Background: an optimization exercise with open tools, aiming at small area, a short achievable clock period and few clock cycles per item. Do not read the settings as production practice. In this exercise RTL edits were held to simulation tests only and were not proved equivalent to the original.

==> inputs of v10 <==
## fpu_pipe_wrap
module fpu_pipe_wrap #(
  parameter int TAG_W = 4
) (
  input  logic             clk,
  input  logic             rst,
  input  logic             in_valid,
  output logic             in_ready,
  input  logic [1:0]       in_opcode,
  input  logic             in_fmt,
  input  logic [31:0]      in_x,
  input  logic [31:0]      in_y,
  input  logic [TAG_W-1:0] in_tag,
  output logic             out_valid,
  input  logic             out_ready,
  output logic [31:0]      out_r,
  output logic [TAG_W-1:0] out_tag
);
  logic v, adv;
  assign adv       = !v || out_ready;
  assign in_ready  = !rst && adv;
  assign out_valid = v;
  always_ff @(posedge clk) begin
    if (rst)      v <= 1'b0;
    else if (adv) v <= in_valid;
  end
  logic [7:0]  ex, ey, d;
  logic [8:0]  dxy;
  logic        y_gt, x_lt, sub;
  logic [23:0] mx, my, mbig, msml;
  logic [26:0] sh;
  logic [27:0] r_add;
  logic        s_add;
  logic [7:0]  emax;
  assign ex   = in_x[30:23];
  assign ey   = in_y[30:23];
  assign mx   = (ex != 8'd0) ? {1'b1, in_x[22:0]} : 24'd0;
  assign my   = (ey != 8'd0) ? {1'b1, in_y[22:0]} : 24'd0;
  assign dxy  = {1'b0, ex} - {1'b0, ey};
  assign y_gt = dxy[8];
  assign d    = y_gt ? ey - ex : dxy[7:0];
  assign x_lt = in_x[30:0] < in_y[30:0];
  assign mbig = x_lt ? my : mx;
  assign msml = x_lt ? mx : my;
  assign emax = y_gt ? ey : ex;
  assign s_add = x_lt ? in_y[31] : in_x[31];
  assign sub  = in_x[31] ^ in_y[31];
  always_comb begin
    logic [26:0] t;
    t = {msml, 3'b000};
    for (int k = 0; k < 5; k++) begin
      if (d[k]) t = (t >> (1 << k)) | {26'd0, |(t & ((27'd1 << (1 << k)) - 27'd1))};
    end
    if (d[7:5] != 3'd0) t = {26'd0, |msml};
    sh = t;
  end
  assign r_add = sub ? {1'b0, {mbig, 3'b000} - sh} : {1'b0, mbig, 3'b000} + {1'b0, sh};
  logic [47:0] pa, pb, p;
  logic [27:0] r_mul;
  fpu_mul24_cs u_mul (
    .a  ({1'b1, in_x[22:0]}),
    .b  ({1'b1, in_y[22:0]}),
    .ra (pa),
    .rb (pb)
  );
  logic [20:0] ylow;
  logic        st_mul;
  always_comb begin
    ylow[0] = in_y[0];
  ...
clock: 32.0 ns
lec_check: 0
abc_area: 1
cap_margin: 20
core_margin: 2
core_utilization: 55
slew_margin: 20
standard.sh (not shown) runs the stock make flow with config.mk's settings and CLKGATE_MAP_FILE= SYNTH_SCRIPT=/design/flow/synth_recipe.tcl, a recipe that flattens the netlist after the stock synthesis.
==> flow/flow/run.sh <==
#!/bin/bash
# Own layout flow: the standard ORFS flow (standard.sh) with two changes.
# 1. Synthesis maps with ABC for area: flow/abc_area.script replaces ORFS's area script
#    (which ABC_AREA=1 selects). Registers and every other synthesis step are as in the
#    standard flow; the resizer later buffers and sizes the gates for timing.
# 2. Stronger timing repair: the clock and the SDC are the design's; only the resizer's
#    setup target is raised (SETUP_SLACK_MARGIN), so repair_timing works on the longest
#    paths until their slack is that far above zero, and the ports get buf_2 buffers.
# Every tool's output goes to a log file in this folder.
set -e
cp -r "$FLOW_HOME/scripts" ./scripts_local
cp flow/abc_area.script scripts_local/abc_area.script
cat scripts_local/abc_area.script > abc_script.log
export SCRIPTS_DIR="$PWD/scripts_local"
export SETUP_SLACK_MARGIN=18.8
export TNS_END_PERCENT=10
export BUFFER_PORTS_ARGS="-buffer_cell sky130_fd_sc_hd__buf_2"
bash standard.sh > standard_flow.log 2>&1
==> flow/flow/abc_area.script <==
strash
dc2
dch
amap
topo
stime -c
buffer -c
upsize -c
dnsize -c
==> v3: changes against v10 <==
==> flow/flow/run.sh (replaced) <==
#!/bin/bash
# Own layout flow: the standard ORFS flow (standard.sh) with two changes.
# 1. Synthesis maps with ABC for area only (map -a instead of map -B 0.9 in the area
#    script that ABC_AREA=1 selects); registers and everything else in synthesis are as
#    in the standard flow.
# 2. Stronger timing repair: the clock and the SDC are the design's; only the resizer's
#    setup target is raised (SETUP_SLACK_MARGIN), so repair_timing works on the longest
#    paths until their slack is that far above zero, and the ports get buf_2 buffers.
# Every tool's output goes to a log file in this folder.
set -e
cp -r "$FLOW_HOME/scripts" ./scripts_local
printf 'strash\ndch\nmap -a\ntopo\nstime -c\nbuffer -c\nupsize -c\ndnsize -c\n' > scripts_local/abc_area.script
cat scripts_local/abc_area.script > abc_script.log
export SCRIPTS_DIR="$PWD/scripts_local"
export SETUP_SLACK_MARGIN=18.5
export TNS_END_PERCENT=0
export BUFFER_PORTS_ARGS="-buffer_cell sky130_fd_sc_hd__buf_2"
bash standard.sh > standard_flow.log 2>&1
PLACE_DENSITY = 0.75   (was default)
removed: flow/flow/abc_area.script
==> flow_summary.rst <==
.. list-table::
   :header-rows: 1

   * - Metric
     - Value
   * - Area of the die
     - roughly 51000 µm²
   * - Share of the final layout cell area in multi-input gates
     - 0.786
   * - Worst Tran Pin Value
     - roughly 1.1 ns
   * - Result of the run
     - no timing/DRC/antenna violations
   * - Total area of multi-input combinational cells
     - around 22000 µm²
   * - Critical-path maximum fanout
     - 16
   * - Maximum number of pins on one net before global-route repair
     - between 80 and 90
   * - Max-slew headroom at the worst pin
     - 0.297
That was v3.
==> flow_summary.rst <==
.. list-table::
   :header-rows: 1

   * - Metric
     - Value
   * - Non-clock inverters
     - 605
   * - Total area of multi-input combinational cells
     - between 20000 and 25000 µm²
   * - Share of the final layout cell area in multi-input gates
     - 0.765
   * - Area of the die
     - roughly 47000 µm²
   * - Critical-path maximum fanout
     - 19
   * - Worst Tran Pin Value
     - between 1 and 1.5 ns
   * - Maximum number of pins on one net before global-route repair
     - 59
   * - Result of the run
     - no timing/DRC/antenna violations
That was v10.
Testbench counts of v10, summed over its fixed seeds: cycles 32,008, items 32,000.
Testbench counts of v3, summed over its fixed seeds: cycles 32,008, items 32,000.

## separate check: timing with driven ports
No port has a modelled driver above. Below, the same layouts with a new extraction and two added sets of constraints.
Step 1 assumes that a clkbuf_16 drives the clock port and a buf_2 every other input.
Step 2, shift: input delay + t, output delay - t, t = (earliest + latest rising clock arrival at the registers) / 2. This alone moves slack from input paths to output paths.
Three values: ideal, step 1, step 2; two values: the first two.
run | t (ns) | setup WS [ns] | worst setup path after step 2 | slew at the worst register clock pin (ns) | cell pins on the clock port's net
v10 | 0.340 | 16.012 / 16.026 / 15.686 | input to register | 0.07 / 0.07 | 1
v3 | 0.333 | 18.689 / 18.709 / 18.377 | input to register | 0.07 / 0.07 | 1
After both steps setup and hold are still met in every run listed. For v10, which loses most, drivers alone change the setup slack by +0.014 ns; drivers and shift together by -0.326 ns.
